Context: an optimization exercise on an open-source flow, tuned for small area. The choices shown serve that exercise and are no tape-out recipe. In this exercise RTL edits were held to simulation tests only and were not proved equivalent to the original. No driver is modelled on the clock port, so clocking that relies on it looks cheaper here than on a real chip. Power and IR drop assume default switching activity.

File: flow/flow/run.sh
#!/bin/bash
# Own layout flow: the standard ORFS flow (standard.sh), with
#  - port buffers of the smallest buffer cell instead of the default pick
#  - clock tree built from one buffer type with larger sink clusters,
#    and without dummy loads
# Each tool's output goes to its own log in this folder.
set -e
cp standard.sh standard_sh_copy.log
export BUFFER_PORTS_ARGS="-buffer_cell sky130_fd_sc_hd__buf_1"
export CTS_ARGS="-sink_clustering_enable -repair_clock_nets -dont_use_dummy_load -buf_list sky130_fd_sc_hd__clkbuf_16 -sink_clustering_size 35 -sink_clustering_max_diameter 70"
bash standard.sh > standard.log 2>&1
File: flow/standard.sh
#!/bin/bash
# synth_recipe.tcl (not shown) runs the flow's synth.tcl, then flattens the netlist and writes it again
# the make line also repeats each setting of config.mk as NAME=value (left out here)
make -C /OpenROAD-flow-scripts/flow DESIGN_CONFIG=/design/flow/config.mk WORK_HOME=/design/flow/orfs CLKGATE_MAP_FILE= SYNTH_SCRIPT=/design/flow/synth_recipe.tcl "${@:-finish}"
File: flow/config.mk
export PLATFORM = sky130hd
export DESIGN_NAME = ntrpt_cam_fifo
export DESIGN_NICKNAME = ntrpt_cam_fifo
export VERILOG_FILES = /design/flow/design.v
export SDC_FILE = /design/flow/constraint.sdc
export NUM_CORES = 4
export LEC_CHECK = 0
export CAP_MARGIN = 0
export CORE_MARGIN = 2
export CORE_UTILIZATION = 40
export CTS_BUF_LIST = sky130_fd_sc_hd__clkbuf_16
export CTS_CLUSTER_DIAMETER = 70
export CTS_CLUSTER_SIZE = 35
export SLEW_MARGIN = 0
export SYNTH_HIERARCHICAL = 1
File: flow/design.v
`default_nettype none
package ntrpt_pkg;
  localparam int DATA_W = 32;
  localparam int DEPTH = 16;
  localparam int PTR_W = $clog2(DEPTH);
  localparam int CNT_W = $clog2(DEPTH + 1);
  localparam int CAUSE_W = 16;
  localparam logic [CAUSE_W-1:0] MTIP_CAUSE = 16'h0080;
  typedef logic [CNT_W-1:0] count_t;
  typedef logic [PTR_W:0] ptr_t;
endpackage
`default_nettype wire
`timescale 1ns/1ps
`default_nettype none
module fifo_occupancy (
  input  logic                           clk,
  input  logic                           reset,
  input  logic                           push,
  input  logic                           pop,
  output logic                           push_acc,
  output logic                           pop_acc,
  output logic [ntrpt_pkg::DEPTH-1:0]    we,
  output logic [ntrpt_pkg::DEPTH-1:0]    we_n,
  output logic [ntrpt_pkg::DEPTH-1:0]    sel,
  output logic                           pndng,
  output logic                           full
);
  logic [ntrpt_pkg::PTR_W-1:0] wr_q;
  logic [ntrpt_pkg::PTR_W-1:0] rd_q;
  logic [ntrpt_pkg::PTR_W-1:0] wr_inc;
  logic [ntrpt_pkg::PTR_W-1:0] rd_inc;
  logic                        pndng_q;
  logic                        full_q;
  assign pop_acc  = pop && pndng_q;
  assign push_acc = push && (!full_q || pop_acc);
  assign wr_inc = wr_q + 1'b1;
  assign rd_inc = rd_q + 1'b1;
  always_ff @(posedge clk or posedge reset) begin
    if (reset) begin
      wr_q <= '0;
    end else if (push_acc) begin
      wr_q <= wr_inc;
    end
  end
  always_ff @(posedge clk or posedge reset) begin
    if (reset) begin
      rd_q <= '0;
    end else if (pop_acc) begin
      rd_q <= rd_inc;
    end
  end
  always_ff @(posedge clk or posedge reset) begin
    if (reset) begin
      pndng_q <= 1'b0;
      full_q  <= 1'b0;
    end else if (push_acc && !pop_acc) begin
      pndng_q <= 1'b1;
      full_q  <= (wr_inc == rd_q);
    end else if (pop_acc && !push_acc) begin
      pndng_q <= (rd_inc != wr_q);
      full_q  <= 1'b0;
    end
  end
  always_comb begin
    for (int i = 0; i < ntrpt_pkg::DEPTH; i++) begin
      we[i]   = push_acc && (wr_q == ntrpt_pkg::PTR_W'(i));
      we_n[i] = !we[i];
      sel[i]  = pndng_q && (rd_q == ntrpt_pkg::PTR_W'(i));
    end
  end
  assign pndng = pndng_q;
  assign full  = full_q;
endmodule
`default_nettype wire
`timescale 1ns/1ps
`default_nettype none
module store_phase (
  input  logic                          clk,
  input  logic                          reset,
  input  logic [ntrpt_pkg::DATA_W-1:0]  wr_data,
  output logic [ntrpt_pkg::DATA_W-1:0]  wr_enc,
  output logic                          phase
);
  logic phase_q;
  always_ff @(posedge clk or posedge reset) begin
    if (reset) begin
      phase_q <= 1'b0;
    end else begin
      phase_q <= !phase_q;
    end
  end
  assign wr_enc = wr_data ^ {ntrpt_pkg::DATA_W{phase_q}};
  assign phase  = phase_q;
endmodule
module shift_store (
  input  logic                                               clk,
  input  logic [ntrpt_pkg::DEPTH-1:0]                        we,
  input  logic [ntrpt_pkg::DEPTH-1:0]                        we_n,
  input  logic [ntrpt_pkg::DATA_W-1:0]                       wr_enc,
  output logic [ntrpt_pkg::DEPTH-1:0][ntrpt_pkg::DATA_W-1:0] entries
);
  always_ff @(posedge clk) begin
    for (int i = 0; i < ntrpt_pkg::DEPTH; i++) begin
      entries[i] <= ~((entries[i] | {ntrpt_pkg::DATA_W{we[i]}})
                    & (wr_enc     | {ntrpt_pkg::DATA_W{we_n[i]}}));
    end
  end
endmodule
`default_nettype wire
`timescale 1ns/1ps
`default_nettype none
module read_select (
  input  logic [ntrpt_pkg::DEPTH-1:0][ntrpt_pkg::DATA_W-1:0] entries,
  input  logic [ntrpt_pkg::DEPTH-1:0]                        sel,
  input  logic                                               phase,
  input  logic                                               pndng,
  output logic [ntrpt_pkg::DATA_W-1:0]                       dout
);
  logic [ntrpt_pkg::DATA_W-1:0] raw;
  always_comb begin
    raw = '0;
    for (int i = 0; i < ntrpt_pkg::DEPTH; i++) begin
      raw = raw | (entries[i] & {ntrpt_pkg::DATA_W{sel[i]}});
    end
  end
  assign dout = raw ^ {ntrpt_pkg::DATA_W{phase && pndng}};
endmodule
`default_nettype wire
`timescale 1ns/1ps
`default_nettype none
module cause_scan (
  input  logic                          clk,
  input  logic                          reset,
  input  logic                          push_acc,
  input  logic                          pop_acc,
  input  logic [ntrpt_pkg::DATA_W-1:0]  wr_data,
  input  logic [ntrpt_pkg::DATA_W-1:0]  head,
  output logic                          mtip
);
  ntrpt_pkg::count_t tcnt_q;
  logic              inc;
  logic              dec;
  assign inc = push_acc && (wr_data[ntrpt_pkg::CAUSE_W-1:0] == ntrpt_pkg::MTIP_CAUSE);
  assign dec = pop_acc  && (head[ntrpt_pkg::CAUSE_W-1:0]    == ntrpt_pkg::MTIP_CAUSE);
  always_ff @(posedge clk or posedge reset) begin
    if (reset) begin
      tcnt_q <= '0;
    end else if (inc && !dec) begin
      tcnt_q <= tcnt_q + 1'b1;
    end else if (dec && !inc) begin
      tcnt_q <= tcnt_q - 1'b1;
    end
  end
  assign mtip = (tcnt_q != '0);
endmodule
`default_nettype wire
`timescale 1ns/1ps
`default_nettype none
module ntrpt_cam_fifo (
  input  logic              clk,
  input  logic              reset,
  input  logic              push,
  input  logic              pop,
  input  logic [31:0]       din,
  output logic [31:0]       dout,
  output logic              pndng,
  output logic              full,
  output logic              mtip
);
  logic                        push_acc;
  logic                        pop_acc;
  logic [ntrpt_pkg::DEPTH-1:0] we;
  logic [ntrpt_pkg::DEPTH-1:0] we_n;
  logic [ntrpt_pkg::DEPTH-1:0] sel;
  logic [ntrpt_pkg::DATA_W-1:0]                       wr_enc;
  logic                                               phase;
  logic [ntrpt_pkg::DEPTH-1:0][ntrpt_pkg::DATA_W-1:0] entries;
  fifo_occupancy i_occupancy (
    .clk      (clk),
    .reset    (reset),
    .push     (push),
    .pop      (pop),
    .push_acc (push_acc),
    .pop_acc  (pop_acc),
    .we       (we),
    .we_n     (we_n),
    .sel      (sel),
    .pndng    (pndng),
    .full     (full)
  );
  store_phase i_phase (
    .clk     (clk),
    .reset   (reset),
    .wr_data (din),
    .wr_enc  (wr_enc),
    .phase   (phase)
  );
  shift_store i_store (
    .clk     (clk),
    .we      (we),
    .we_n    (we_n),
    .wr_enc  (wr_enc),
    .entries (entries)
  );
  read_select i_read (
    .entries (entries),
    .sel     (sel),
    .phase   (phase),
    .pndng   (pndng),
    .dout    (dout)
  );
  cause_scan i_scan (
    .clk      (clk),
    .reset    (reset),
    .push_acc (push_acc),
    .pop_acc  (pop_acc),
    .wr_data  (din),
    .head     (dout),
    .mtip     (mtip)
  );
endmodule
`default_nettype wire
File: flow/constraint.sdc
create_clock -name core_clock -period 6.0 [get_ports {clk}]
set_input_delay 1.2000 -clock core_clock [delete_from_list [all_inputs] [get_ports {clk}]]
set_output_delay 1.2000 -clock core_clock [all_outputs]
set_load 0.01 [all_outputs]
==> PnR_summary.wiki, run 1 <==
{| class="wikitable"
! Metric !! Value
|-
| Wire length of the first global-routing pass || 95.0 mm
|-
| Share of synthesized registers carrying an async set or reset || 0.0303
|-
| Final hold violation count || 0
|-
| H-tree depth reported by CTS || 1
|-
| Post-route clock skew || 0.101 ns
|-
| Root Buffer Master || clkbuf_16
|-
| Maximum number of pins on one net before global-route repair || 36
|-
| Setup repair after global routing missed its margin || no
|-
| Data required, critical path || 6.53 ns
|-
| Setup CP Type || flip-flop to flip-flop
|-
| Number of cell instances on the worst register-to-register path || 16
|-
| Setup Buffers After CTS || 0
|-
| Power, Total || 13.3 mW
|-
| Overall routing resource usage || 0.233
|-
| Row cnt || 82
|-
| Total DRC errors in the routed layout || 0
|-
| Areal power density over the cells || 653 nW/µm²
|-
| Routability congestion estimate || 0.811
|-
| Highest attainable clock frequency || 0.195 GHz
|-
| Number of routed nets with antenna violations || 0
|-
| Top-level I/O count || 71
|-
| Die Span Y || 228 µm
|-
| Worst-path cell chain || inv_1 -> nor3b_1 -> and2_1 -> buf_4 -> a22o_1 -> a221oi_1 -> nand4_1 -> xnor2_1 -> nor3_1 -> nand4_1 -> ha_1 -> inv_1 -> ha_1 -> a21o_1 -> a2111oi_0 -> nand3b_1
|-
| Startpoint types || flip-flop
|-
| Share of synthesized area occupied by flip-flops and latches || 0.532
|-
| Clock tree from TritonCTS || done
|-
| Synth warn || 11
|-
| Detail-routed via count per cell || 6.55
|-
| Critical-path cell with the highest stage delay || and2_1
|-
| Die footprint || 51,900 µm²
|-
| Global-route congestion overflow total || 0
|-
| Kind of path behind the tightest hold check || flip-flop to flip-flop
|-
| Number of buffers on the longest clock path || 3
|-
| Slew Limit Headroom || 0.0944
|-
| Register-to-register setup slack || 0.87 ns
|-
| Endpoint arrival time on the critical path || 5.66 ns
|-
| Static power due to leakage || 7.12 nW
|-
| Routed WL || 62.4 mm
|-
| Hold bufs inserted after CTS || 0
|-
| Number of enable-type register cells in the synthesized netlist || 0
|-
| Initial core utilization || 0.403
|-
| Final cycle utilization of the critical path || 0.854
|-
| Area of the multi-input gates || 7530 µm²
|-
| WHS Path Cells || 1
|-
| Clock sink count || 528
|-
| Kind of end point of the critical path || flip-flop
|-
| CTS buffer count || 29
|-
| Final-layout setup total negative slack || 0 ns
|-
| Flip-flop and latch area || 10,700 µm²
|-
| Die extent in x || 228 µm
|-
| Number of resized instances in the post-cts repair step || 0
|-
| WL per Instance || 26.5 µm
|-
| Top cell type by total area after synthesis || dfxtp_1
|-
| Most area-consuming cells after synthesis || dfxtp_1, o22ai_1, buf_6, a221oi_1, a22o_1
|-
| Proportion of netlist area held by the largest area contributor || 0.512
|-
| Fin. max-slew vios || 0
|-
| Status || complete, no violations
|-
| Antenna cell count || 0
|-
| Number of global-route vias before repair || 15,400
|-
| Pin slew with the least headroom to its limit || 1.35 ns
|-
| Number of flip-flops and latches in the synthesized netlist || 528
|-
| Count of nets after finishing || 1,736
|-
| Layout cells sized above 1 || 0.0766
|-
| Total iterations of the first detailed-routing run || 5
|-
| Clock-pin slew on the worst setup and hold paths || 0.08 ns
|-
| Dominant synthesized flop cell || dfxtp_1
|-
| Count of maximum capacitance violations || 0
|-
| Number of nets in the synthesized netlist || 1,823
|-
| Initial antenna violation count || 1
|-
| Final period demand of the worst path || 5.13 ns
|-
| Count of unique library cells instantiated by Yosys || 56
|-
| Number of DRC violations after detailed-routing iteration 0 || 1,375
|-
| Post-Synthesis Cells || 1,773
|-
| Area growth from synthesis to final layout || 1.36%
|-
| Clock latency on the worst-skew pair || 0.64 ns
|-
| Filler cell count in the final layout || 4,688
|-
| Final setup fails || 0
|-
| CP peak stage delay || 0.88 ns
|-
| Cell area after synthesis || 20,000 µm²
|-
| Post-DP HPWL || 37.1 mm
|-
| Detailed-route via count || 15,400
|-
| Critical Path Fanout Max || 17
|-
| IO buf count || 70
|-
| Mean Syn Cell Area || 11.3 µm²
|-
| Maximum ir drop on the vdd rail || 0.437 mV
|-
| Total core area || 49,800 µm²
|}
-- cell usage in the layout (no fill, tap or decap), types with 12 or more instances in the layout --
cell / Yosys / layout
nand4_1: 34 / 34
a221oi_1: 125 / 125
nand3_2: 1 / 13
buf_1: 0 / 70
dfrtp_1: 16 / 15
inv_1: 12 / 12
nor2_4: 0 / 12
xnor2_1: 44 / 44
buf_4: 4 / 33
dfxtp_1: 512 / 512
ha_1: 13 / 13
o22ai_1: 503 / 503
clkbuf_16: 0 / 29
a22o_1: 125 / 125
xor2_1: 36 / 33
-- modules after synthesis (local to each module, per instance), excerpt --
| module | cells inside | times used | cell area (µm²) |
|---|---|---|---|
| shift_store | 1184 | 1 | 14900 |
| cause_scan | 53 | 1 | 479 |
| store_phase | 39 | 1 | 384 |
| fifo_occupancy | 125 | 1 | 1010 |
| read_select | 372 | 1 | 3280 |
-- stage by stage --
step / instance area, µm² / setup slack, ns / utilization / hold slack (ns) / instances
after floorplan: 20000 / 2.00 / - / 0.422 / 1773
after global placement: 19600 / 1.23 / 0.393 / 0.430 / 2327
after detailed placement: 19600 / 1.08 / 0.393 / 0.438 / 2327
after CTS: 20300 / 1.09 / 0.408 / 0.449 / 2356
after global routing: 20300 / 0.589 / 0.408 / 0.462 / 2356
final: 20300 / 0.875 / 0.408 / 0.447 / 2356
-- report_power, final --
group          switching (mW)  internal (mW)
Sequential               1.03           5.41
Combinational            2.92           1.94
Clock                    1.10          0.856
-- metal layers --
metal / vias to the layer above / global-route usage / part of all wire / wire length [µm]
met5: - / 0 / 0.00029 / 18
met4: 2 / 0.0954 / 0.041 / 2540
met3: 162 / 0.0459 / 0.081 / 5080
met2: 721 / 0.378 / 0.46 / 28500
met1: 7715 / 0.304 / 0.42 / 26300
li1: 6828 / - / - / -
-- path summary, 6_finish.rpt --
kind | end | from
min in group asynchronous | i_phase.phase_q | reset
min reg2reg | i_store.entries[23] | i_store.entries[23]
min | i_store.entries[23] | i_store.entries[23]
max in group asynchronous | i_occupancy.rd_q[0] | reset
max reg2reg | i_scan.tcnt_q[3] | i_occupancy.pndng_q
max | i_scan.tcnt_q[3] | i_occupancy.pndng_q
-- synth_stat cells (2+ instances only) --
master	instances
buf_2	82
o21ai_0	3
and3_1	2
xnor2_1	44
dfxtp_1	512
nand2_1	6
a221oi_2	3
nor2_1	18
nor3_1	8
or2_1	3
xor2_1	36
buf_12	3
inv_1	12
nor4_1	4
a22o_2	3
clkbuf_4	2
ha_1	13
nand3_1	23
nand3b_1	3
buf_4	4
a221oi_1	125
o22ai_2	9
buf_6	114
nor2b_1	2
dfrtp_1	16
a21oi_1	2
nand2b_1	2
o22ai_1	503
nor4b_1	4
a22o_1	125
and2_1	16
nand4_1	34
clkbuf_8	14
-- final cells by class --
| class | count | share of cell area |
|---|---|---|
| sequential | 528 | 0.525 |
| multi-input combinational | 1012 | 0.371 |
| tap | 672 | 0.0414 |
| clock buffer | 29 | 0.0357 |
| timing repair buffer | 103 | 0.0251 |
| inverter | 12 | 0.00222 |
-- logic make-up (layout without fill, tap and decap cells) --
family          Yosys count  after routing  synth area share
fa+ha+maj                14             14           0.00912
xor+xnor                 81             81            0.0358
simple gates            134            134            0.0383
compound gates          781            781             0.281
mux                       2              2           0.00106
flops                   528            528             0.532
buf+inv                 233            144             0.103
-- critical path, delay by kind of cell (launching register included) --
family,cells,cell delay [ns]
fa+ha+maj,2,0.58
buf+inv,3,0.70
simple gates,6,2.30
flops,1,0.53
compound gates,4,0.88
xor+xnor,1,0.10
-- sequential cells by signal, summed over array words and instances (netlist names) --
signal	cells
i_occupancy.rd_q	4
i_occupancy.wr_q	4
i_scan.tcnt_q	5
i_phase.phase_q	1
i_store.entries	512
i_occupancy.pndng_q	1
i_occupancy.full_q	1
==> inputs of run 2 (changes only) <==
--- a/flow/design.v
+++ b/flow/design.v
@@ -34,30 +34,27 @@
   assign pop_acc  = pop && pndng_q;
   assign push_acc = push && (!full_q || pop_acc);
+  logic [ntrpt_pkg::PTR_W-1:0] wr_d;
+  logic [ntrpt_pkg::PTR_W-1:0] rd_d;
+  logic                        same_d;
+  logic                        push_only;
+  logic                        pop_only;
   assign wr_inc = wr_q + 1'b1;
   assign rd_inc = rd_q + 1'b1;
+  assign wr_d   = push_acc ? wr_inc : wr_q;
+  assign rd_d   = pop_acc  ? rd_inc : rd_q;
+  assign push_only = push_acc && !pop_acc;
+  assign pop_only  = pop_acc && !push_acc;
+  assign same_d = (wr_d == rd_d);
   always_ff @(posedge clk or posedge reset) begin
     if (reset) begin
-      wr_q <= '0;
-    end else if (push_acc) begin
-      wr_q <= wr_inc;
-    end
-  end
-  always_ff @(posedge clk or posedge reset) begin
-    if (reset) begin
-      rd_q <= '0;
-    end else if (pop_acc) begin
-      rd_q <= rd_inc;
-    end
-  end
-  always_ff @(posedge clk or posedge reset) begin
-    if (reset) begin
+      wr_q    <= '0;
+      rd_q    <= '0;
       pndng_q <= 1'b0;
       full_q  <= 1'b0;
-    end else if (push_acc && !pop_acc) begin
-      pndng_q <= 1'b1;
-      full_q  <= (wr_inc == rd_q);
-    end else if (pop_acc && !push_acc) begin
-      pndng_q <= (rd_inc != wr_q);
-      full_q  <= 1'b0;
+    end else begin
+      wr_q    <= wr_d;
+      rd_q    <= rd_d;
+      full_q  <= same_d && (push_only || (full_q && !pop_only));
+      pndng_q <= !same_d || push_only || (full_q && !pop_only);
     end
   end
@@ -110,4 +107,18 @@
 `timescale 1ns/1ps
 `default_nettype none
+module sel3_n (
+  input  logic [2:0] d,
+  input  logic [2:0] s,
+  output logic       y_n
+);
+  assign y_n = !((d[0] && s[0]) || (d[1] && s[1]) || (d[2] && s[2]));
+endmodule
+module sel1_n (
+  input  logic d,
+  input  logic s,
+  output logic y_n
+);
+  assign y_n = !(d && s);
+endmodule
 module read_select (
   input  logic [ntrpt_pkg::DEPTH-1:0][ntrpt_pkg::DATA_W-1:0] entries,
@@ -117,12 +128,22 @@
   output logic [ntrpt_pkg::DATA_W-1:0]                       dout
 );
-  logic [ntrpt_pkg::DATA_W-1:0] raw;
-  always_comb begin
-    raw = '0;
-    for (int i = 0; i < ntrpt_pkg::DEPTH; i++) begin
-      raw = raw | (entries[i] & {ntrpt_pkg::DATA_W{sel[i]}});
-    end
-  end
-  assign dout = raw ^ {ntrpt_pkg::DATA_W{phase && pndng}};
+  logic flip;
+  assign flip = phase && pndng;
+  for (genvar b = 0; b < ntrpt_pkg::DATA_W; b++) begin : g_bit
+    logic [5:0] part_n;
+    for (genvar g = 0; g < 5; g++) begin : g_grp
+      sel3_n i_sel3 (
+        .d   ({entries[3*g+2][b], entries[3*g+1][b], entries[3*g][b]}),
+        .s   (sel[3*g+2:3*g]),
+        .y_n (part_n[g])
+      );
+    end
+    sel1_n i_sel1 (
+      .d   (entries[15][b]),
+      .s   (sel[15]),
+      .y_n (part_n[5])
+    );
+    assign dout[b] = !(&part_n) ^ flip;
+  end
 endmodule
 `default_nettype wire
@@ -139,15 +160,24 @@
 );
   ntrpt_pkg::count_t tcnt_q;
+  ntrpt_pkg::count_t tgl;
   logic              inc;
   logic              dec;
+  logic              up;
+  logic              dn;
   assign inc = push_acc && (wr_data[ntrpt_pkg::CAUSE_W-1:0] == ntrpt_pkg::MTIP_CAUSE);
   assign dec = pop_acc  && (head[ntrpt_pkg::CAUSE_W-1:0]    == ntrpt_pkg::MTIP_CAUSE);
+  assign up  = inc && !dec;
+  assign dn  = dec && !inc;
+  always_comb begin
+    for (int k = 0; k < ntrpt_pkg::CNT_W; k++) begin
+      tgl[k] = (up && (&(tcnt_q | ~ntrpt_pkg::count_t'((1 << k) - 1))))
+            || (dn && !(|(tcnt_q & ntrpt_pkg::count_t'((1 << k) - 1))));
+    end
+  end
   always_ff @(posedge clk or posedge reset) begin
     if (reset) begin
       tcnt_q <= '0;
-    end else if (inc && !dec) begin
-      tcnt_q <= tcnt_q + 1'b1;
-    end else if (dec && !inc) begin
-      tcnt_q <= tcnt_q - 1'b1;
+    end else begin
+      tcnt_q <= tcnt_q ^ tgl;
     end
   end
--- a/flow/flow/run.sh
+++ b/flow/flow/run.sh
@@ -8,4 +8,4 @@
 cp standard.sh standard_sh_copy.log
 export BUFFER_PORTS_ARGS="-buffer_cell sky130_fd_sc_hd__buf_1"
-export CTS_ARGS="-sink_clustering_enable -repair_clock_nets -dont_use_dummy_load -buf_list sky130_fd_sc_hd__clkbuf_16 -sink_clustering_size 35 -sink_clustering_max_diameter 70"
+export CTS_ARGS="-sink_clustering_enable -repair_clock_nets -dont_use_dummy_load -buf_list sky130_fd_sc_hd__clkbuf_16 -sink_clustering_size 30 -sink_clustering_max_diameter 60"
 bash standard.sh > standard.log 2>&1
--- a/flow/config.mk
+++ b/flow/config.mk
@@ -10,6 +10,6 @@
 export CORE_UTILIZATION = 40
 export CTS_BUF_LIST = sky130_fd_sc_hd__clkbuf_16
-export CTS_CLUSTER_DIAMETER = 70
-export CTS_CLUSTER_SIZE = 35
+export CTS_CLUSTER_DIAMETER = 60
+export CTS_CLUSTER_SIZE = 30
 export SLEW_MARGIN = 0
 export SYNTH_HIERARCHICAL = 1
==> run 2 against run 1 <==
Critical path depth shrank 7. Sequential share of layout area rose by 0.40 points. Register-to-register slack improved by 0.46 ns. Still clean on timing, DRC and antenna. Final cell count fell by 2.8%. Critical endpoint is now dout[14]. Total power shrank 1.5%. First-iteration DRC count rose by 68%. Utilization rose by 1.6 points.
==> PnR_summary.wiki, run 2 <==
{| class="wikitable"
! Metric !! Value
|-
| Status || complete, no violations
|-
| Total core area || 47,500 µm²
|-
| Final cycle utilization of the critical path || 0.785
|-
| Initial core utilization || 0.403
|-
| Number of enable-type register cells in the synthesized netlist || 0
|-
| Detail-routed via count per cell || 6.71
|-
| IO buf count || 70
|-
| Areal power density over the cells || 648 nW/µm²
|-
| Count of maximum capacitance violations || 0
|-
| Startpoint types || flip-flop
|-
| Cell depth of the worst setup path || 9
|-
| Number of cell instances on the worst register-to-register path || 14
|-
| Endpoint arrival time on the critical path || 3.51 ns
|-
| Synth warn || 10
|-
| Post-route clock skew || 0.0488 ns
|-
| Count of nets after finishing || 1,725
|-
| Worst hold endpoint || i_store.entries[505]
|-
| Detailed-route via count || 15,400
|-
| Reg2Reg Capture Point || i_scan.tcnt_q[4]
|-
| Slew Limit Headroom || 0.114
|-
| Number of global-route vias before repair || 14,900
|-
| Clock latency on the worst-skew pair || 0.55 ns
|-
| CTS buffer count || 34
|-
| Launching instance or port of the critical path || i_occupancy.rd_q[0]
|-
| Critical-path cell with the highest stage delay || a222oi_1
|-
| Maximum number of pins on one net before global-route repair || 34
|-
| Post-DP HPWL || 37.7 mm
|-
| Antenna cell count || 0
|-
| Share of synthesized area occupied by flip-flops and latches || 0.556
|-
| Worst path top cell family by delay || simple AND/OR/NAND/NOR gates
|-
| Max FFs per register || 512
|-
| WHS Path Cells || 1
|-
| Clock sink count || 528
|-
| Final period demand of the worst path || 4.71 ns
|-
| Final-layout setup total negative slack || 0 ns
|-
| Mean Syn Cell Area || 11.4 µm²
|-
| Dominant cell by count in the synthesized netlist || dfxtp_1
|-
| Highest attainable clock frequency || 0.212 GHz
|-
| Reg-to-Reg Start || i_occupancy.pndng_q
|-
| Cell area after synthesis || 19,200 µm²
|-
| Commonest cells after routing, fill and taps aside || dfxtp_1, o22ai_1, a222oi_1
|-
| Initial antenna violation count || 1
|-
| Overall routing resource usage || 0.242
|-
| Pin slew with the least headroom to its limit || 1.33 ns
|-
| Maximum ir drop on the vdd rail || 0.208 mV
|-
| Proportion of netlist area held by the largest area contributor || 0.535
|-
| Kind of path behind the tightest hold check || flip-flop to flip-flop
|-
| Dominant synthesized flop cell || dfxtp_1
|-
| Final setup fails || 0
|-
| Number of DRC violations after detailed-routing iteration 0 || 2,306
|-
| Synth top cells by count || dfxtp_1, o22ai_1, a222oi_1, buf_6, buf_2
|-
| Most common cell after layout, fill and taps aside || dfxtp_1
|-
| Worst path buffer plus inverter count || 3
|-
| Static power due to leakage || 7.21 nW
|-
| Routed WL || 62.1 mm
|-
| Share of synthesized registers carrying an async set or reset || 0.0303
|-
| Top Registers || i_store.entries: 512 flops, i_scan.tcnt_q: 5 flops
|-
| Worst-path cell chain || inv_1 -> ha_1 -> and2_1 -> buf_4 -> a222oi_1 -> and4_1 -> nand3_1 -> xnor2_1 -> buf_1
|-
| Most area-consuming cells after synthesis || dfxtp_1, o22ai_1, a222oi_1, buf_6, dfrtp_1
|-
| WL per Instance || 27.1 µm
|-
| Kind of end point of the critical path || primary output
|-
| Count of unique library cells instantiated by Yosys || 49
|-
| Register bank with the most flops || i_store.entries
|-
| Number of flip-flops and latches in the synthesized netlist || 528
|-
| Critical Path Fanout Max || 32
|-
| Routability congestion estimate || 0.878
|-
| Register-to-register setup slack || 1.33 ns
|-
| Total iterations of the first detailed-routing run || 10
|-
| Top-level I/O count || 71
|-
| Die extent in x || 223 µm
|-
| Power, Total || 13.1 mW
|-
| Number of nets in the synthesized netlist || 1,724
|-
| Min-delay src || i_store.entries[505]
|-
| H-tree depth reported by CTS || 2
|-
| Row cnt || 80
|-
| Clock tree from TritonCTS || done
|-
| Hold bufs inserted after CTS || 0
|-
| Data required, critical path || 4.80 ns
|-
| Final hold violation count || 0
|-
| Clock-pin slew on the worst setup and hold paths || 0.09 ns
|-
| CP peak stage delay || 0.58 ns
|-
| Global-route congestion overflow total || 0
|-
| Number of routed nets with antenna violations || 0
|-
| Area growth from synthesis to final layout || 5.19%
|-
| Setup repair after global routing missed its margin || no
|-
| Number of buffers on the longest clock path || 3
|-
| Die Span Y || 223 µm
|-
| Root Buffer Master || clkbuf_16
|-
| Layout cells sized above 1 || 0.0835
|-
| Total DRC errors in the routed layout || 0
|-
| Top cell type by total area after synthesis || dfxtp_1
|-
| Die footprint || 49,700 µm²
|-
| Post-Synthesis Cells || 1,677
|-
| Fin. max-slew vios || 0
|-
| Wire length of the first global-routing pass || 93.9 mm
|-
| Setup Buffers After CTS || 0
|-
| Number of resized instances in the post-cts repair step || 0
|-
| Setup CP Type || flip-flop to primary output
|}
[run 2: cell count changes in the layout (fill, tap and decap cells not counted), moves of 24 or more]
cell      delta
nand2_1     +39
nand4_1     -28
nand3_1     +24
a221oi_1   -125
and4_1      +32
a22o_1     -125
a222oi_1   +160
buf_4       +32
[run 2: power breakdown]
group	switching (mW)	leakage, nW	internal [mW]	total [mW]
combinational	2.67	2.24	1.85	4.52
sequential	1.00	4.55	5.38	6.38
clock	1.15	0.419	1.01	2.16
[run 2: layer usage]
metal | vias to the layer above | wire, µm | global-route usage | share of wire
met5 | - | 13 | 0 | 0.00021
met4 | 2 | 1760 | 0.0775 | 0.028
met3 | 112 | 5390 | 0.0331 | 0.087
met2 | 787 | 28400 | 0.389 | 0.46
met1 | 7743 | 26500 | 0.336 | 0.43
li1 | 6740 | - | - | -
[run 2: worst max-delay path by stage]
stage,to,slack (ns)
5_1_grt,i_scan.tcnt_q[4],1.03
4_1_cts,dout[14],1.33
3_3_place_gp,i_scan.tcnt_q[3],1.55
6_report,dout[14],1.29
2_1_floorplan,i_scan.tcnt_q[4],2.30
3_5_place_dp,i_scan.tcnt_q[3],1.50
[run 2: stage by stage]
step | setup slack (ns) | instance area, µm² | hold slack, ns | utilization | instances
finish | 1.29 | 20100 | 0.446 | 0.424 | 2291
global route | 1.03 | 20100 | 0.458 | 0.424 | 2291
CTS | 1.33 | 20100 | 0.447 | 0.424 | 2291
detailed placement | 1.50 | 19300 | 0.437 | 0.406 | 2257
global placement | 1.55 | 19300 | 0.430 | 0.406 | 2257
floorplan | 2.30 | 19200 | 0.421 | - | 1677
[run 2: kinds of logic (layout without fill, tap and decap cells)]
logic type | count (synthesis) | in the layout | synth area share
compound gates | 680 | 680 | 0.257
xor+xnor | 81 | 81 | 0.0386
fa+ha+maj | 11 | 11 | 0.00719
buf+inv | 202 | 201 | 0.0843
flops | 528 | 528 | 0.556
mux | 3 | 3 | 0.00183
simple gates | 172 | 172 | 0.0555
[run 2: modules after synthesis (local to each module, per instance), excerpt]
module,cells,cell area (µm²),flops+latches,times used
sel3_n,1,10.0,0,160
fifo_occupancy,123,997,10,1
read_select,100,781,0,1
cause_scan,39,390,5,1
sel1_n,1,3.75,0,32
store_phase,39,384,1,1
shift_store,1184,14900,512,1
[run 2: layout make-up]
| cell class | count | area, µm² |
|---|---|---|
| Inverter | 32 | 125 |
| Sequential cell | 528 | 10700 |
| Timing Repair Buffer | 135 | 751 |
| Multi-Input combinational cell | 947 | 7000 |
| Tap cell | 615 | 769 |
| Clock buffer | 34 | 851 |
| Fill cell | 4466 | 27400 |
==> inputs of run 3 (changes only) <==
--- a/flow/flow/run.sh
+++ b/flow/flow/run.sh
@@ -8,4 +8,4 @@
 cp standard.sh standard_sh_copy.log
 export BUFFER_PORTS_ARGS="-buffer_cell sky130_fd_sc_hd__buf_1"
-export CTS_ARGS="-sink_clustering_enable -repair_clock_nets -dont_use_dummy_load -buf_list sky130_fd_sc_hd__clkbuf_16 -sink_clustering_size 30 -sink_clustering_max_diameter 60"
+export CTS_ARGS="-sink_clustering_enable -repair_clock_nets -dont_use_dummy_load -buf_list sky130_fd_sc_hd__clkbuf_16 -sink_clustering_size 25 -sink_clustering_max_diameter 50"
 bash standard.sh > standard.log 2>&1
--- a/flow/config.mk
+++ b/flow/config.mk
@@ -10,6 +10,6 @@
 export CORE_UTILIZATION = 40
 export CTS_BUF_LIST = sky130_fd_sc_hd__clkbuf_16
-export CTS_CLUSTER_DIAMETER = 60
-export CTS_CLUSTER_SIZE = 30
+export CTS_CLUSTER_DIAMETER = 50
+export CTS_CLUSTER_SIZE = 25
 export SLEW_MARGIN = 0
 export SYNTH_HIERARCHICAL = 1
==> run 3 against run 2 <==
Clock skew rose by 0.012 ns. Total power rose by 1.4%. Register-to-register slack barely moved. Highest routed layer is now met4. Count of clock-buffer cells in the layout rose by 5. Combinational power barely moved. Synthesized cell count did not move. Area after synthesis did not move. Final cell count rose by 0.22%. Hold slack got worse by 0.0046 ns. Sequential power barely moved. Worst setup slack improved by 0.011 ns. Utilization rose by 0.26 points. Largest cell class unchanged. Still clean.
==> PnR_summary.wiki, run 3 <==
{| class="wikitable"
! Metric !! Value
|-
| Status || complete, no violations
|-
| Initial core utilization || 0.403
|-
| Mean Syn Cell Area || 11.4 µm²
|-
| Number of flip-flops and latches in the synthesized netlist || 528
|-
| Startpoint types || flip-flop
|-
| Final Hold Slack || 0.441 ns
|-
| Final setup fails || 0
|-
| Final-layout setup total negative slack || 0 ns
|-
| Detail-routed via count per cell || 6.76
|-
| IO buf count || 70
|-
| Pin slew with the least headroom to its limit || 1.32 ns
|-
| Most area-consuming cells after synthesis || dfxtp_1, o22ai_1, a222oi_1, buf_6, dfrtp_1
|-
| Top-level I/O count || 71
|-
| Number of nets in the synthesized netlist || 1,724
|-
| Initial antenna violation count || 0
|-
| Static power due to leakage || 7.27 nW
|-
| Data required, critical path || 4.80 ns
|-
| Maximum number of pins on one net before global-route repair || 34
|-
| Most common cell after layout, fill and taps aside || dfxtp_1
|-
| Area growth from synthesis to final layout || 5.84%
|-
| Clock sink count || 528
|-
| Kind of end point of the critical path || primary output
|-
| Total DRC errors in the routed layout || 0
|-
| Post-DP HPWL || 37.7 mm
|-
| Endpoint arrival time on the critical path || 3.50 ns
|-
| Antenna cell count || 0
|-
| Number of routed nets with antenna violations || 0
|-
| Detailed-routed wire length on met2 || 28.5 mm
|-
| Length of routed wiring on met1 || 26.3 mm
|-
| Count of maximum capacitance violations || 0
|-
| Row cnt || 80
|-
| Die Span Y || 223 µm
|-
| Setup Buffers After CTS || 0
|-
| Highest attainable clock frequency || 0.213 GHz
|-
| Total core area || 47,500 µm²
|-
| Count of unique library cells instantiated by Yosys || 49
|-
| Final cycle utilization of the critical path || 0.783
|-
| Dominant synthesized flop cell || dfxtp_1
|-
| Global-route congestion overflow total || 0
|-
| Number of global-route vias before repair || 15,000
|-
| Die extent in x || 223 µm
|-
| Post-route non-filler standard cell count || 2,296
|-
| Slew Limit Headroom || 0.116
|-
| Total iterations of the first detailed-routing run || 8
|-
| Placed cell areas || 19,300 µm²
|-
| Max FFs per register || 512
|-
| Setup repair after global routing missed its margin || no
|-
| Proportion of netlist area held by the largest area contributor || 0.535
|-
| Fin. max-slew vios || 0
|-
| Number of DRC violations after detailed-routing iteration 0 || 2,307
|-
| Synth top cells by count || dfxtp_1, o22ai_1, a222oi_1, buf_6, buf_2
|-
| Placed insts || 2,257
|-
| Kind of path behind the tightest hold check || flip-flop to flip-flop
|-
| Critical Path Fanout Max || 32
|-
| Top Registers || i_store.entries: 512 flops, i_scan.tcnt_q: 5 flops
|-
| Areal power density over the cells || 653 nW/µm²
|-
| Number of enable-type register cells in the synthesized netlist || 0
|-
| Synth warn || 10
|-
| Clock latency on the worst-skew pair || 0.57 ns
|-
| Detailed-route via count || 15,500
|-
| Register bank with the most flops || i_store.entries
|-
| Layout cells sized above 1 || 0.0863
|-
| Met3 Wirelength || 5.57 mm
|-
| Count of nets after finishing || 1,730
|-
| Post-route clock skew || 0.0607 ns
|-
| Routability congestion estimate || 0.878
|-
| WL per Instance || 27.1 µm
|-
| Register-to-register setup slack || 1.33 ns
|-
| Power, Total || 13.2 mW
|-
| Clock-pin slew on the worst setup and hold paths || 0.06 ns
|-
| Hold bufs inserted after CTS || 0
|-
| Die footprint || 49,700 µm²
|-
| DR top layer || met4
|-
| Setup CP Type || flip-flop to primary output
|-
| Commonest cells after routing, fill and taps aside || dfxtp_1, o22ai_1, a222oi_1
|-
| Maximum ir drop on the vdd rail || 0.186 mV
|-
| H-tree depth reported by CTS || 2
|-
| Share of synthesized area occupied by flip-flops and latches || 0.556
|-
| Wire length of the first global-routing pass || 94.1 mm
|-
| CTS buffer count || 39
|-
| Post-Synthesis Cells || 1,677
|-
| Dominant cell by count in the synthesized netlist || dfxtp_1
|-
| Number of resized instances in the post-cts repair step || 0
|-
| Routed WL || 62.3 mm
|-
| Share of synthesized registers carrying an async set or reset || 0.0303
|-
| Final period demand of the worst path || 4.70 ns
|-
| Top cell type by total area after synthesis || dfxtp_1
|-
| Root Buffer Master || clkbuf_16
|-
| Design area || 20,300 µm²
|-
| Final hold violation count || 0
|-
| Clock tree from TritonCTS || done
|-
| Cell area after synthesis || 19,200 µm²
|-
| Overall routing resource usage || 0.242
|-
| Number of buffers on the longest clock path || 3
|}
[run 3: final timing paths]
path	start	end	cells after the start
setup / recovery	i_occupancy.rd_q[0]	dout[14]	9
hold / removal	i_store.entries[505]	i_store.entries[505]	1
setup reg to reg	i_occupancy.pndng_q	i_scan.tcnt_q[4]	14
hold reg to reg	i_store.entries[505]	i_store.entries[505]	1
max in group asynchronous	reset	i_occupancy.pndng_q	2
min in group asynchronous	reset	i_phase.phase_q	2
[run 3: stage by stage]
step                setup slack [ns]  utilization
finish                          1.30        0.426
global route                    1.11        0.426
CTS                             1.32        0.426
detailed placement              1.50        0.406
global placement                1.55        0.406
floorplan                       2.30            -
[run 3: layout make-up]
class                      instances  area, µm²
clock buffer                      39        976
inverter                          32        125
multi-input combinational        947       7000
fill                            4453      27300
tap                              615        769
sequential                       528      10700
timing repair buffer             135        751
[run 3: Yosys stat by module (local to each module, per instance), excerpt]
module | times used | cells inside | area (µm²) | flops+latches
read_select | 1 | 100 | 781 | 0
store_phase | 1 | 39 | 384 | 1
fifo_occupancy | 1 | 123 | 997 | 10
cause_scan | 1 | 39 | 390 | 5
sel1_n | 32 | 1 | 3.75 | 0
sel3_n | 160 | 1 | 10.0 | 0
[run 3: layer usage]
layer,global-route usage,vias up
li1,-,6758
met1,0.333,7789
met2,0.388,839
met3,0.0368,124
met4,0.0857,0
met5,0,-
[run 3: cell families after synthesis]
family	Yosys count	synth area share
compound gates	680	0.257
buf+inv	202	0.0843
fa+ha+maj	11	0.00719
simple gates	172	0.0555
mux	3	0.00183
xor+xnor	81	0.0386
flops	528	0.556
[run 3: critical path, cell delays in order (launching register included)]
cell      delay (ns)
dfrtp_1         0.47
inv_1           0.11
ha_1            0.26
and2_1          0.15
buf_4           0.30
a222oi_1        0.58
and4_1          0.43
nand3_1         0.13
xnor2_1         0.35
buf_1           0.20
[run 3: report_power, final]
group | internal [mW] | total, mW | leakage, nW | switching (mW)
clock | 1.15 | 2.32 | 0.481 | 1.17
sequential | 5.38 | 6.39 | 4.55 | 1.01
combinational | 1.85 | 4.52 | 2.24 | 2.68
==> inputs of run 4 (changes only) <==
--- a/flow/flow/run.sh
+++ b/flow/flow/run.sh
@@ -8,4 +8,4 @@
 cp standard.sh standard_sh_copy.log
 export BUFFER_PORTS_ARGS="-buffer_cell sky130_fd_sc_hd__buf_1"
-export CTS_ARGS="-sink_clustering_enable -repair_clock_nets -dont_use_dummy_load -buf_list sky130_fd_sc_hd__clkbuf_16 -sink_clustering_size 25 -sink_clustering_max_diameter 50"
+export CTS_ARGS="-sink_clustering_enable -repair_clock_nets -dont_use_dummy_load -buf_list sky130_fd_sc_hd__clkbuf_16 -sink_clustering_size 35 -sink_clustering_max_diameter 70"
 bash standard.sh > standard.log 2>&1
--- a/flow/config.mk
+++ b/flow/config.mk
@@ -9,7 +9,4 @@
 export CORE_MARGIN = 2
 export CORE_UTILIZATION = 40
-export CTS_BUF_LIST = sky130_fd_sc_hd__clkbuf_16
-export CTS_CLUSTER_DIAMETER = 50
-export CTS_CLUSTER_SIZE = 25
 export SLEW_MARGIN = 0
 export SYNTH_HIERARCHICAL = 1
==> run 4 against run 3 <==
Combinational power about the same. Synthesized cell count is the same. Sequential share of layout area is 0.86 points higher. Utilization decreased by 0.68 points. First-iteration DRC count is 1.1% higher. Count of clock-buffer cells in the layout fell by 13. Largest cell class unchanged.
==> PnR_summary.wiki, run 4 <==
{| class="wikitable"
! Metric !! Value
|-
| Layout cells sized above 1 || 0.0791
|-
| Post-DP HPWL || 37.7 mm
|-
| Top Registers || i_store.entries: 512 flops, i_scan.tcnt_q: 5 flops
|-
| Row cnt || 80
|-
| Count of maximum capacitance violations || 0
|-
| Area growth from synthesis to final layout || 4.14%
|-
| Areal power density over the cells || 640 nW/µm²
|-
| H-tree depth reported by CTS || 1
|-
| Most common cell after layout, fill and taps aside || dfxtp_1
|-
| Initial core utilization || 0.403
|-
| Clock-pin slew on the worst setup and hold paths || 0.08 ns
|-
| Dominant cell by count in the synthesized netlist || dfxtp_1
|-
| Number of nets in the synthesized netlist || 1,724
|-
| Reg2Reg Capture Point || i_scan.tcnt_q[4]
|-
| Clock sink count || 528
|-
| Maximum number of pins on one net before global-route repair || 36
|-
| Cell area after synthesis || 19,200 µm²
|-
| Number of buffers on the longest clock path || 3
|-
| IO buf count || 70
|-
| Total core area || 47,500 µm²
|-
| Total DRC errors in the routed layout || 0
|-
| Synth warn || 10
|-
| Share of synthesized area occupied by flip-flops and latches || 0.556
|-
| Kind of end point of the critical path || primary output
|-
| Proportion of netlist area held by the largest area contributor || 0.535
|-
| Most area-consuming cells after synthesis || dfxtp_1, o22ai_1, a222oi_1, buf_6, dfrtp_1
|-
| Overall routing resource usage || 0.241
|-
| Setup repair after global routing missed its margin || no
|-
| Dominant synthesized flop cell || dfxtp_1
|-
| WL per Instance || 27.2 µm
|-
| Status || complete, no violations
|-
| Setup CP Type || flip-flop to primary output
|-
| Root Buffer Master || clkbuf_16
|-
| Detail-routed via count per cell || 6.74
|-
| Final Hold Slack || 0.449 ns
|-
| Clock latency on the worst-skew pair || 0.61 ns
|-
| CTS buffer count || 26
|-
| Die extent in x || 223 µm
|-
| Pin slew with the least headroom to its limit || 1.32 ns
|-
| Hold bufs inserted after CTS || 0
|-
| Number of cell instances on the worst register-to-register path || 15
|-
| Die footprint || 49,700 µm²
|-
| Final setup fails || 0
|-
| Slew Limit Headroom || 0.118
|-
| Routed WL || 62.0 mm
|-
| Post-route clock skew || 0.0579 ns
|-
| Mean Syn Cell Area || 11.4 µm²
|-
| Static power due to leakage || 7.11 nW
|-
| Max FFs per register || 512
|-
| WHS Path Cells || 1
|-
| Number of DRC violations after detailed-routing iteration 0 || 2,333
|-
| Top-level I/O count || 71
|-
| Final-layout setup total negative slack || 0 ns
|-
| Maximum ir drop on the vdd rail || 0.224 mV
|-
| Final cycle utilization of the critical path || 0.797
|-
| Setup Buffers After CTS || 0
|-
| Reg-to-Reg Start || i_occupancy.rd_q[0]
|-
| Share of synthesized registers carrying an async set or reset || 0.0303
|-
| Register-to-register setup slack || 1.40 ns
|-
| Number of resized instances in the post-cts repair step || 0
|-
| Routability congestion estimate || 0.878
|-
| Clock tree from TritonCTS || done
|-
| Global-route congestion overflow total || 0
|-
| Data required, critical path || 4.80 ns
|-
| Final hold violation count || 0
|-
| Highest attainable clock frequency || 0.209 GHz
|-
| Wire length of the first global-routing pass || 93.8 mm
|-
| Count of nets after finishing || 1,717
|-
| Endpoint arrival time on the critical path || 3.58 ns
|-
| Worst hold endpoint || i_store.entries[493]
|-
| Final period demand of the worst path || 4.78 ns
|-
| Synth top cells by count || dfxtp_1, o22ai_1, a222oi_1, buf_6, buf_2
|-
| Total iterations of the first detailed-routing run || 11
|-
| Top cell type by total area after synthesis || dfxtp_1
|-
| Min-delay src || i_store.entries[493]
|-
| Detailed-route via count || 15,400
|-
| Register bank with the most flops || i_store.entries
|-
| Launching instance or port of the critical path || i_occupancy.rd_q[0]
|-
| Number of flip-flops and latches in the synthesized netlist || 528
|-
| Startpoint types || flip-flop
|-
| Number of enable-type register cells in the synthesized netlist || 0
|-
| Post-Synthesis Cells || 1,677
|-
| Die Span Y || 223 µm
|-
| Fin. max-slew vios || 0
|-
| Filler cell count in the final layout || 4,492
|-
| Count of unique library cells instantiated by Yosys || 49
|-
| Critical Path Fanout Max || 32
|-
| Antenna cell count || 0
|-
| Kind of path behind the tightest hold check || flip-flop to flip-flop
|-
| Number of routed nets with antenna violations || 0
|-
| Initial antenna violation count || 1
|-
| Number of global-route vias before repair || 14,900
|-
| Commonest cells after routing, fill and taps aside || dfxtp_1, o22ai_1, a222oi_1
|}
-- run 4: cell counts after synthesis --
No cell type changed its count.
-- run 4: through the flow --
stage	area (µm²)	std cells	worst slack, ns	util	power, mW
after global routing	19900	2283	1.04	0.420	13.4
after global placement	19300	2257	1.55	0.406	10.7
after CTS	19900	2283	1.28	0.420	12.7
after floorplan	19200	1677	2.30	-	9.23
after detailed placement	19300	2257	1.50	0.406	10.9
final	19900	2283	1.22	0.420	12.8
-- run 4: cells by family after synthesis --
family	Yosys count	synth area share
flip-flops	528	0.556
multiplexers	3	0.00183
adder cells (fa/ha/maj)	11	0.00719
AND/OR/NAND/NOR	172	0.0555
buffers and inverters	202	0.0843
XOR/XNOR	81	0.0386
AO/OA/AOI/OAI	680	0.257
-- run 4: worst max-delay path by stage --
stage / to / slack [ns] / depth (start not counted)
2_1_floorplan: i_scan.tcnt_q[4] / 2.30 / 13
3_3_place_gp: i_scan.tcnt_q[3] / 1.55 / 14
3_5_place_dp: i_scan.tcnt_q[3] / 1.50 / 14
4_1_cts: dout[14] / 1.28 / 9
5_1_grt: i_scan.tcnt_q[4] / 1.04 / 15
6_report: dout[14] / 1.22 / 9
-- run 4: critical path: stages (launching register included) --
cell      delay, ns
dfrtp_1        0.48
inv_1          0.11
ha_1           0.26
and2_1         0.15
buf_4          0.29
a222oi_1       0.58
and4_1         0.47
nand3_1        0.14
xnor2_1        0.34
buf_1          0.20
-- run 4: cell type report --
type	instances	area [µm²]	share of cell area
Clock buffer	26	651	0.0326
Multi-Input combinational cell	947	7000	0.351
Inverter	32	125	0.00627
Sequential cell	528	10700	0.534
Tap cell	615	769	0.0386
Timing Repair Buffer	135	751	0.0376
-- run 4: layer usage --
metal / global-route usage / up-vias / wire length [µm]
li1: - / 6721 / -
met1: 0.334 / 7709 / 26400
met2: 0.386 / 830 / 28500
met3: 0.0305 / 115 / 5310
met4: 0.0827 / 2 / 1840
met5: 0 / - / 13
-- run 4: Yosys stat by module, one instance, submodules excluded, excerpt --
module,cells,area [µm²]
sel3_n,1,10.0
store_phase,39,384
fifo_occupancy,123,997
read_select,100,781
shift_store,1184,14900
sel1_n,1,3.75
cause_scan,39,390
-- run 4: power by group --
group          total (mW)  internal (mW)  switching [mW]
Combinational        4.52           1.85            2.67
Clock                1.86          0.774            1.09
Sequential           6.38           5.38            1.00
Total                12.8           8.00            4.76
==> inputs of run 5 (changes only) <==
==> flow/flow/run.sh (replaced) <==
#!/bin/bash
# Own layout flow: the standard ORFS flow (standard.sh), with
#  - port buffers of the smallest buffer cell instead of the default pick
#  - clock tree built from one buffer type with larger sink clusters,
#    and without dummy loads
set -e
cp standard.sh standard_sh_copy.log
export BUFFER_PORTS_ARGS="-buffer_cell sky130_fd_sc_hd__buf_1"
export CTS_ARGS="-sink_clustering_enable -repair_clock_nets -dont_use_dummy_load -buf_list sky130_fd_sc_hd__clkbuf_16 -sink_clustering_size 30 -sink_clustering_max_diameter 60"
export POST_CTS_TCL="$PWD/flow/clk_downsize.tcl"
export CLK_DOWNSIZE_LIMIT_PS=115
bash standard.sh > standard.log 2>&1
==> flow/flow/clk_downsize.tcl (new file) <==
# Post-CTS step: swap clock-tree buffers for smaller ones wherever the
# slew at every flip-flop clock pin stays under CLK_DOWNSIZE_LIMIT_PS
# (placement-estimated parasitics). Tries the smallest candidate first.
set lim_ps $::env(CLK_DOWNSIZE_LIMIT_PS)
set cands {sky130_fd_sc_hd__clkbuf_4 sky130_fd_sc_hd__clkbuf_8}

proc clk_worst_ps {} {
  set worst 0
  foreach pin [all_registers -clock_pins -edge_triggered] {
    foreach edge {rise fall} {
      foreach a {min max} {
        set ps [expr {[sta::time_ui_sta [get_property $pin slew_${a}_$edge]] * 1e12}]
        if {$ps > $worst} { set worst $ps }
      }
    }
  }
  return $worst
}

estimate_parasitics -placement
set before [clk_worst_ps]
puts "clk_downsize: worst clock-pin slew before: $before ps, limit $lim_ps ps"
if {$before <= $lim_ps} {
  # leaves first: a leaf buffer drives flip-flops directly
  set leaves {}
  set upper {}
  foreach inst [get_cells *] {
    set ref [get_property $inst ref_name]
    if {$ref eq "sky130_fd_sc_hd__clkbuf_16"} {
      if {[string match "*leaf*" [get_full_name $inst]]} { lappend leaves $inst } else { lappend upper $inst }
    }
  }
  set bufs [concat $leaves $upper]
  set n 0
  foreach inst $bufs {
    set name [get_full_name $inst]
    foreach c $cands {
      replace_cell $inst $c
      estimate_parasitics -placement
      if {[clk_worst_ps] <= $lim_ps} {
        puts "clk_downsize: $name -> $c"
        incr n
        break
      }
      replace_cell $inst sky130_fd_sc_hd__clkbuf_16
    }
  }
  estimate_parasitics -placement
  puts "clk_downsize: $n buffers downsized, worst clock-pin slew after: [clk_worst_ps] ps"
}
--- a/flow/config.mk
+++ b/flow/config.mk
@@ -8,5 +8,5 @@
 export CAP_MARGIN = 0
 export CORE_MARGIN = 2
-export CORE_UTILIZATION = 40
+export CORE_UTILIZATION = 55
 export SLEW_MARGIN = 0
 export SYNTH_HIERARCHICAL = 1
==> run 5 against run 4 <==
Clock power down 8%. Clock skew grew 0.12 ns. Critical path depth shrank 1. Die area decreased by 27%. Via count decreased by 2.4%. Worst setup slack worse by 0.11 ns. Global-route usage rose by 7.4 points. Critical path type unchanged. Largest cell class unchanged.
==> PnR_summary.wiki, run 5 <==
{| class="wikitable"
! Metric !! Value
|-
| Reg-to-Reg Start || i_occupancy.pndng_q
|-
| Filler cell count in the final layout || 3,013
|-
| Startpoint types || flip-flop
|-
| Synth warn || 10
|-
| Dominant synthesized flop cell || dfxtp_1
|-
| Switch Pwr || 4.70 mW
|-
| Final setup fails || 0
|-
| Number of DRC violations after detailed-routing iteration 0 || 2,248
|-
| Number of enable-type register cells in the synthesized netlist || 0
|-
| Maximum ir drop on the vdd rail || 0.263 mV
|-
| Critical Path Fanout Max || 17
|-
| Global-route congestion overflow total || 0
|-
| Clock latency on the worst-skew pair || 0.74 ns
|-
| Synth top cells by count || dfxtp_1, o22ai_1, a222oi_1, buf_6, buf_2
|-
| Overall routing resource usage || 0.314
|-
| Row cnt || 68
|-
| Initial antenna violation count || 2
|-
| Fin. max-slew vios || 0
|-
| Post-Synthesis Cells || 1,677
|-
| Total DRC errors in the routed layout || 0
|-
| Detail-routed via count per cell || 7.02
|-
| Kind of end point of the critical path || primary output
|-
| Flip-flop and latch area || 10,700 µm²
|-
| Die footprint || 36,300 µm²
|-
| Setup CP Type || flip-flop to primary output
|-
| Top Registers || i_store.entries: 512 flops, i_scan.tcnt_q: 5 flops
|-
| Number of global-route vias before repair || 14,500
|-
| Kind of path behind the tightest hold check || input port to asynchronous set/reset pin
|-
| Relative contribution of the clock network to total power || 0.136
|-
| Combinational group share of total power || 0.356
|-
| Register-to-register setup slack || 1.56 ns
|-
| Initial core utilization || 0.556
|-
| Most common cell after layout, fill and taps aside || dfxtp_1
|-
| Routability congestion estimate || 0.870
|-
| Maximum number of pins on one net before global-route repair || 34
|-
| Pin slew with the least headroom to its limit || 1.40 ns
|-
| Count of maximum capacitance violations || 0
|-
| Final hold violation count || 0
|-
| Worst setup slack before clock tree synthesis || 1.65 ns
|-
| Clock sink count || 528
|-
| Total iterations of the first detailed-routing run || 12
|-
| Max FFs per register || 512
|-
| Reg2Reg Capture Point || i_scan.tcnt_q[3]
|-
| Total core area || 34,500 µm²
|-
| Die Span Y || 191 µm
|-
| Clock tree from TritonCTS || done
|-
| Most area-consuming cells after synthesis || dfxtp_1, o22ai_1, a222oi_1, buf_6, dfrtp_1
|-
| WL per Instance || 27.1 µm
|-
| Die extent in x || 191 µm
|-
| Detailed-route via count || 15,000
|-
| Final-layout setup total negative slack || 0 ns
|-
| Wire length of the first global-routing pass || 88.4 mm
|-
| Slew Limit Headroom || 0.0641
|-
| Count of nets after finishing || 1,732
|-
| Proportion of netlist area held by the largest area contributor || 0.535
|-
| Endpoint arrival time on the critical path || 3.69 ns
|-
| Dominant cell by count in the synthesized netlist || dfxtp_1
|-
| Data required, critical path || 4.80 ns
|-
| Sw frac || 0.374
|-
| Post-route clock skew || 0.174 ns
|-
| Routed WL || 58.0 mm
|-
| Final period demand of the worst path || 4.89 ns
|-
| Count of unique library cells instantiated by Yosys || 49
|-
| Cell area after synthesis || 19,200 µm²
|-
| IO buf count || 70
|-
| Commonest cells after routing, fill and taps aside || dfxtp_1, o22ai_1, a222oi_1
|-
| Top cell type by total area after synthesis || dfxtp_1
|-
| Worst setup path endpoint || dout[15]
|-
| Status || complete, no violations
|-
| Number of flip-flops and latches in the synthesized netlist || 528
|-
| Share of synthesized registers carrying an async set or reset || 0.0303
|-
| Number of routed nets with antenna violations || 0
|-
| Area of the multi-input gates || 6970 µm²
|-
| Areal power density over the cells || 639 nW/µm²
|-
| Area growth from synthesis to final layout || 2.76%
|-
| Final setup margin || 1.11 ns
|-
| Cell-internal power || 7.87 mW
|-
| Share of synthesized area occupied by flip-flops and latches || 0.556
|-
| Final cycle utilization of the critical path || 0.816
|-
| Post-DP HPWL || 36.6 mm
|-
| Mean Syn Cell Area || 11.4 µm²
|-
| Highest attainable clock frequency || 0.204 GHz
|-
| Layout cells sized above 1 || 0.0850
|-
| Launching instance or port of the critical path || i_occupancy.rd_q[0]
|-
| Top-level I/O count || 71
|-
| Number of nets in the synthesized netlist || 1,724
|-
| Static power due to leakage || 7.11 nW
|-
| Portion of total power attributed to sequential cells || 0.507
|-
| Clock-pin slew on the worst setup and hold paths || 0.10 ns
|-
| Register bank with the most flops || i_store.entries
|-
| Setup repair after global routing missed its margin || no
|-
| Number of cell instances on the worst register-to-register path || 15
|}
[run 5: cell count changes in the layout (fill, tap and decap cells not counted)]
cell / change
xor2_1: +4
diode_2: +1
buf_4: +5
xor2_2: -4
clkbuf_8: +18
clkbuf_16: -15
clkbuf_4: +7
[run 5: layout make-up]
type / instances / area share
Antenna cell: 1 / 0.000127
Clock buffer: 36 / 0.0292
Inverter: 32 / 0.00636
Multi-Input combinational cell: 947 / 0.354
Sequential cell: 528 / 0.541
Tap cell: 455 / 0.0289
Timing Repair Buffer: 140 / 0.0400
[run 5: layer usage]
| layer | up-vias | share of wire | global-route usage |
|---|---|---|---|
| met4 | 0 | 0.019 | 0.0862 |
| met5 | - | 0 | 0 |
| met3 | 87 | 0.11 | 0.0830 |
| met1 | 7352 | 0.44 | 0.463 |
| li1 | 6765 | - | - |
| met2 | 802 | 0.43 | 0.453 |
[run 5: kinds of logic (layout without fill, tap and decap cells)]
logic type,Yosys count,count (layout),synth area share
buf+inv,202,208,0.0843
other cells,0,1,0
xor+xnor,81,81,0.0386
mux,3,3,0.00183
compound gates,680,680,0.257
flops,528,528,0.556
fa+ha+maj,11,11,0.00719
simple gates,172,172,0.0555
[run 5: Yosys stat by module (local to each module, per instance), a selection]
module | area [µm²] | cells | flops+latches | times used
cause_scan | 390 | 39 | 5 | 1
fifo_occupancy | 997 | 123 | 10 | 1
sel1_n | 3.75 | 1 | 0 | 32
sel3_n | 10.0 | 1 | 0 | 160
read_select | 781 | 100 | 0 | 1
shift_store | 14900 | 1184 | 512 | 1
store_phase | 384 | 39 | 1 | 1
[run 5: worst min-delay path by stage]
stage	start	end	slack (ns)	depth (start not counted)
floorplan	i_store.entries[126]	i_store.entries[126]	0.42	1
finish	reset	i_phase.phase_q	0.34	2
detailed placement	i_store.entries[31]	i_store.entries[31]	0.44	1
global route	reset	i_phase.phase_q	0.34	2
global placement	i_store.entries[488]	i_store.entries[488]	0.43	1
[run 5: through the flow]
step	instances	power [mW]	instance area [µm²]	utilization	hold WS, ns
2_1_floorplan	1677	9.23	19200	-	0.421
3_3_place_gp	2102	10.7	19100	0.554	0.430
3_5_place_dp	2102	10.8	19100	0.554	0.437
5_1_grt	2139	13.3	19700	0.571	0.338
6_report	2139	12.6	19700	0.571	0.345
[run 5: power by group through the flow]
stage          Sequential [mW]  Combinational [mW]  Clock (mW)
6_report                  6.38                4.48        1.72
2_1_floorplan             6.15                3.09           0
3_5_place_dp              6.41                4.41           0
3_3_place_gp              6.41                4.28           0
5_1_grt                   6.58                4.81        1.87
[run 5: worst max-delay path, stage by stage (launching register included)]
cell and delay (ns):
dfrtp_1 0.47, ha_1 0.28, and2_1 0.39, buf_4 0.34, a222oi_1 0.41, and4_1 0.33, nand3_1 0.17, xnor2_1 0.37
buf_1 0.20
==> inputs of run 6 (changes only) <==
--- a/flow/config.mk
+++ b/flow/config.mk
@@ -8,5 +8,5 @@
 export CAP_MARGIN = 0
 export CORE_MARGIN = 2
-export CORE_UTILIZATION = 55
+export CORE_UTILIZATION = 40
 export SLEW_MARGIN = 0
 export SYNTH_HIERARCHICAL = 1
==> run 6 against run 5 <==
Fmax down 2.3%. Combinational power rose by 0.9%. Synthesized cell count did not move. Hold slack better by 0.024 ns. Sequential cell count stayed put. Clock skew down 0.053 ns. Critical endpoint is now dout[14]. Largest power group unchanged.
==> PnR_summary.wiki, run 6 <==
{| class="wikitable"
! Metric !! Value
|-
| Commonest cells after routing, fill and taps aside || dfxtp_1, o22ai_1, a222oi_1
|-
| Areal power density over the cells || 635 nW/µm²
|-
| WL per Instance || 27.1 µm
|-
| Final setup fails || 0
|-
| Max FFs per register || 512
|-
| Endpoint arrival time on the critical path || 3.81 ns
|-
| Number of nets in the synthesized netlist || 1,724
|-
| Dominant synthesized flop cell || dfxtp_1
|-
| Share of synthesized area occupied by flip-flops and latches || 0.556
|-
| Kind of end point of the critical path || primary output
|-
| Synth top cells by count || dfxtp_1, o22ai_1, a222oi_1, buf_6, buf_2
|-
| Post-DP HPWL || 37.7 mm
|-
| Design area || 19,800 µm²
|-
| Number of flip-flops and latches in the synthesized netlist || 528
|-
| Count of maximum capacitance violations || 0
|-
| Wire length of the first global-routing pass || 93.9 mm
|-
| Data required, critical path || 4.80 ns
|-
| Static power due to leakage || 7.08 nW
|-
| Final-layout setup total negative slack || 0 ns
|-
| Filler cell count in the final layout || 4,502
|-
| Share of synthesized registers carrying an async set or reset || 0.0303
|-
| Initial antenna violation count || 2
|-
| Total core area || 47,500 µm²
|-
| Setup repair after global routing missed its margin || no
|-
| Portion of total power attributed to sequential cells || 0.506
|-
| Relative contribution of the clock network to total power || 0.136
|-
| Flip-flop and latch area || 10,700 µm²
|-
| Proportion of netlist area held by the largest area contributor || 0.535
|-
| Highest attainable clock frequency || 0.200 GHz
|-
| Critical Path Fanout Max || 32
|-
| Count of unique library cells instantiated by Yosys || 49
|-
| Initial core utilization || 0.403
|-
| Setup CP Type || flip-flop to primary output
|-
| Synth warn || 10
|-
| Cell area after synthesis || 19,200 µm²
|-
| Number of routed nets with antenna violations || 0
|-
| Final cycle utilization of the critical path || 0.835
|-
| Global-route congestion overflow total || 0
|-
| Top cell type by total area after synthesis || dfxtp_1
|-
| Clock latency on the worst-skew pair || 0.75 ns
|-
| Pin slew with the least headroom to its limit || 1.30 ns
|-
| Die extent in x || 223 µm
|-
| Overall routing resource usage || 0.242
|-
| Post-route clock skew || 0.121 ns
|-
| Total DRC errors in the routed layout || 0
|-
| Routability congestion estimate || 0.878
|-
| Detailed-route via count || 15,400
|-
| Switch Pwr || 4.77 mW
|-
| Detail-routed via count per cell || 6.73
|-
| Dominant cell by count in the synthesized netlist || dfxtp_1
|-
| Clock tree from TritonCTS || done
|-
| Area of the multi-input gates || 7000 µm²
|-
| Total iterations of the first detailed-routing run || 13
|-
| Post-Synthesis Cells || 1,677
|-
| Top-level I/O count || 71
|-
| Count of nets after finishing || 1,725
|-
| Area growth from synthesis to final layout || 3.63%
|-
| Maximum number of pins on one net before global-route repair || 34
|-
| Row cnt || 80
|-
| Critical-path cell with the highest stage delay || a222oi_1
|-
| Die footprint || 49,700 µm²
|-
| Kind of path behind the tightest hold check || input port to asynchronous set/reset pin
|-
| Number of DRC violations after detailed-routing iteration 0 || 2,290
|-
| Combinational group share of total power || 0.358
|-
| IO buf count || 70
|-
| Status || complete, no violations
|-
| Cell-internal power || 7.84 mW
|-
| Fin. max-slew vios || 0
|-
| Placed cell areas || 19,300 µm²
|-
| Register bank with the most flops || i_store.entries
|-
| Final hold violation count || 0
|-
| Sw frac || 0.379
|-
| Clock sink count || 528
|-
| Routed WL || 62.2 mm
|-
| CP peak stage delay || 0.59 ns
|-
| Top Registers || i_store.entries: 512 flops, i_scan.tcnt_q: 5 flops
|-
| Most common cell after layout, fill and taps aside || dfxtp_1
|-
| Layout cells sized above 1 || 0.0835
|-
| Die Span Y || 223 µm
|-
| Most area-consuming cells after synthesis || dfxtp_1, o22ai_1, a222oi_1, buf_6, dfrtp_1
|-
| Maximum ir drop on the vdd rail || 0.185 mV
|-
| Startpoint types || flip-flop
|-
| Number of global-route vias before repair || 14,900
|-
| Number of enable-type register cells in the synthesized netlist || 0
|-
| Mean Syn Cell Area || 11.4 µm²
|-
| Final period demand of the worst path || 5.01 ns
|-
| Slew Limit Headroom || 0.130
|-
| Clock-pin slew on the worst setup and hold paths || 0.09 ns
|-
| Worst-path cell chain || inv_1 -> ha_1 -> and2_1 -> buf_4 -> a222oi_1 -> and4_1 -> nand3_1 -> xnor2_1 -> buf_1
|}
==> run 6: cell counts after synthesis <==
No cell type changed its count.
==> run 6: final cells by class <==
class                           count  share of cell area
Antenna cell                        1            0.000126
Clock buffer                       34              0.0277
Inverter                           32             0.00630
Multi-Input combinational cell    947               0.353
Sequential cell                   528               0.537
Tap cell                          615              0.0388
Timing Repair Buffer              135              0.0378
==> run 6: stage by stage <==
stage	setup WS (ns)	utilization	total power [mW]	hold WS, ns	cells
2_1_floorplan	2.30	-	9.23	0.421	1677
3_3_place_gp	1.55	0.406	10.7	0.430	2257
6_report	0.990	0.417	12.6	0.369	2292
5_1_grt	0.887	0.417	13.3	0.351	2292
3_5_place_dp	1.50	0.406	10.9	0.437	2257
==> run 6: routing by layer <==
layer  wire length (µm)  track usage  part of all wire  vias up
li1                   -            -                 -     6749
met1              26300        0.336              0.42     7694
met2              28700        0.389              0.46      866
met3               5420       0.0328             0.087      111
met4               1690       0.0775             0.027        2
met5                 50            0           0.00080        -
==> run 6: power by group through the flow <==
stage / Sequential, mW / Clock, mW / Combinational [mW]
3_5_place_dp: 6.41 / 0 / 4.46
6_report: 6.38 / 1.71 / 4.52
5_1_grt: 6.58 / 1.85 / 4.83
2_1_floorplan: 6.15 / 0 / 3.09
3_3_place_gp: 6.38 / 0 / 4.34
==> run 6: logic make-up (layout without fill, tap and decap cells) <==
logic type,Yosys count,count (layout),share of synthesized area
DFF,528,528,0.556
xor gates and xnor gates,81,81,0.0386
muxes,3,3,0.00183
adders and majority gates,11,11,0.00719
other,0,1,0
and+or+nand+nor,172,172,0.0555
buffers and inverters,202,201,0.0843
AOI/OAI and AO/OA,680,680,0.257
==> run 6: critical path, delay by kind of cell, from the launching register on <==
kind            cells  cell delay (ns)
xor+xnor            1             0.35
simple gates        3             0.77
buf+inv             3             0.60
flops               1             0.48
compound gates      1             0.59
fa+ha+maj           1             0.26
==> run 6: worst paths after layout <==
kind / slack, ns / to / start / depth (start not counted)
worst min register to register: 0.45 / i_store.entries[505] / i_store.entries[505] / 1
max in group asynchronous: 5.18 / i_occupancy.wr_q[3] / reset / 2
worst max register to register: 1.34 / i_scan.tcnt_q[4] / i_occupancy.pndng_q / 14
worst max-delay path: 0.99 / dout[14] / i_occupancy.rd_q[0] / 9
min in group core_clock: 0.45 / i_store.entries[505] / i_store.entries[505] / 1
worst min-delay path: 0.37 / i_phase.phase_q / reset / 2
==> run 6: per-module statistics from Yosys, one instance, submodules excluded, excerpt <==
module / cell area (µm²) / cells inside
shift_store: 14900 / 1184
fifo_occupancy: 997 / 123
cause_scan: 390 / 39
store_phase: 384 / 39
sel3_n: 10.0 / 1
sel1_n: 3.75 / 1

separate check: timing with driven ports:
The results above use ideal ports. As a check the final layouts listed here were re-extracted and re-timed, cells and wires unchanged.
Step 1 assumes that a clkbuf_16 drives the clock port and a buf_2 every other input.
Step 2 also shifts input and output timing later by t, the mid clock arrival at the registers, as if the neighbouring blocks saw the same clock.
a / b / c = ideal ports / drivers / drivers and shift; a / b = the first two.
run | shift t [ns] | setup slack, ns
run 1 | 0.644 | 0.875 / 0.875 / 0.875
run 2 | 0.587 | 1.291 / 1.233 / 1.329
run 3 | 0.593 | 1.302 / 1.246 / 1.333
run 4 | 0.634 | 1.218 / 1.162 / 1.397
run 5 | 0.697 | 1.107 / 1.061 / 1.557
run 6 | 0.752 | 0.990 / 0.937 / 1.336
After both steps setup and hold are still met in every run listed.
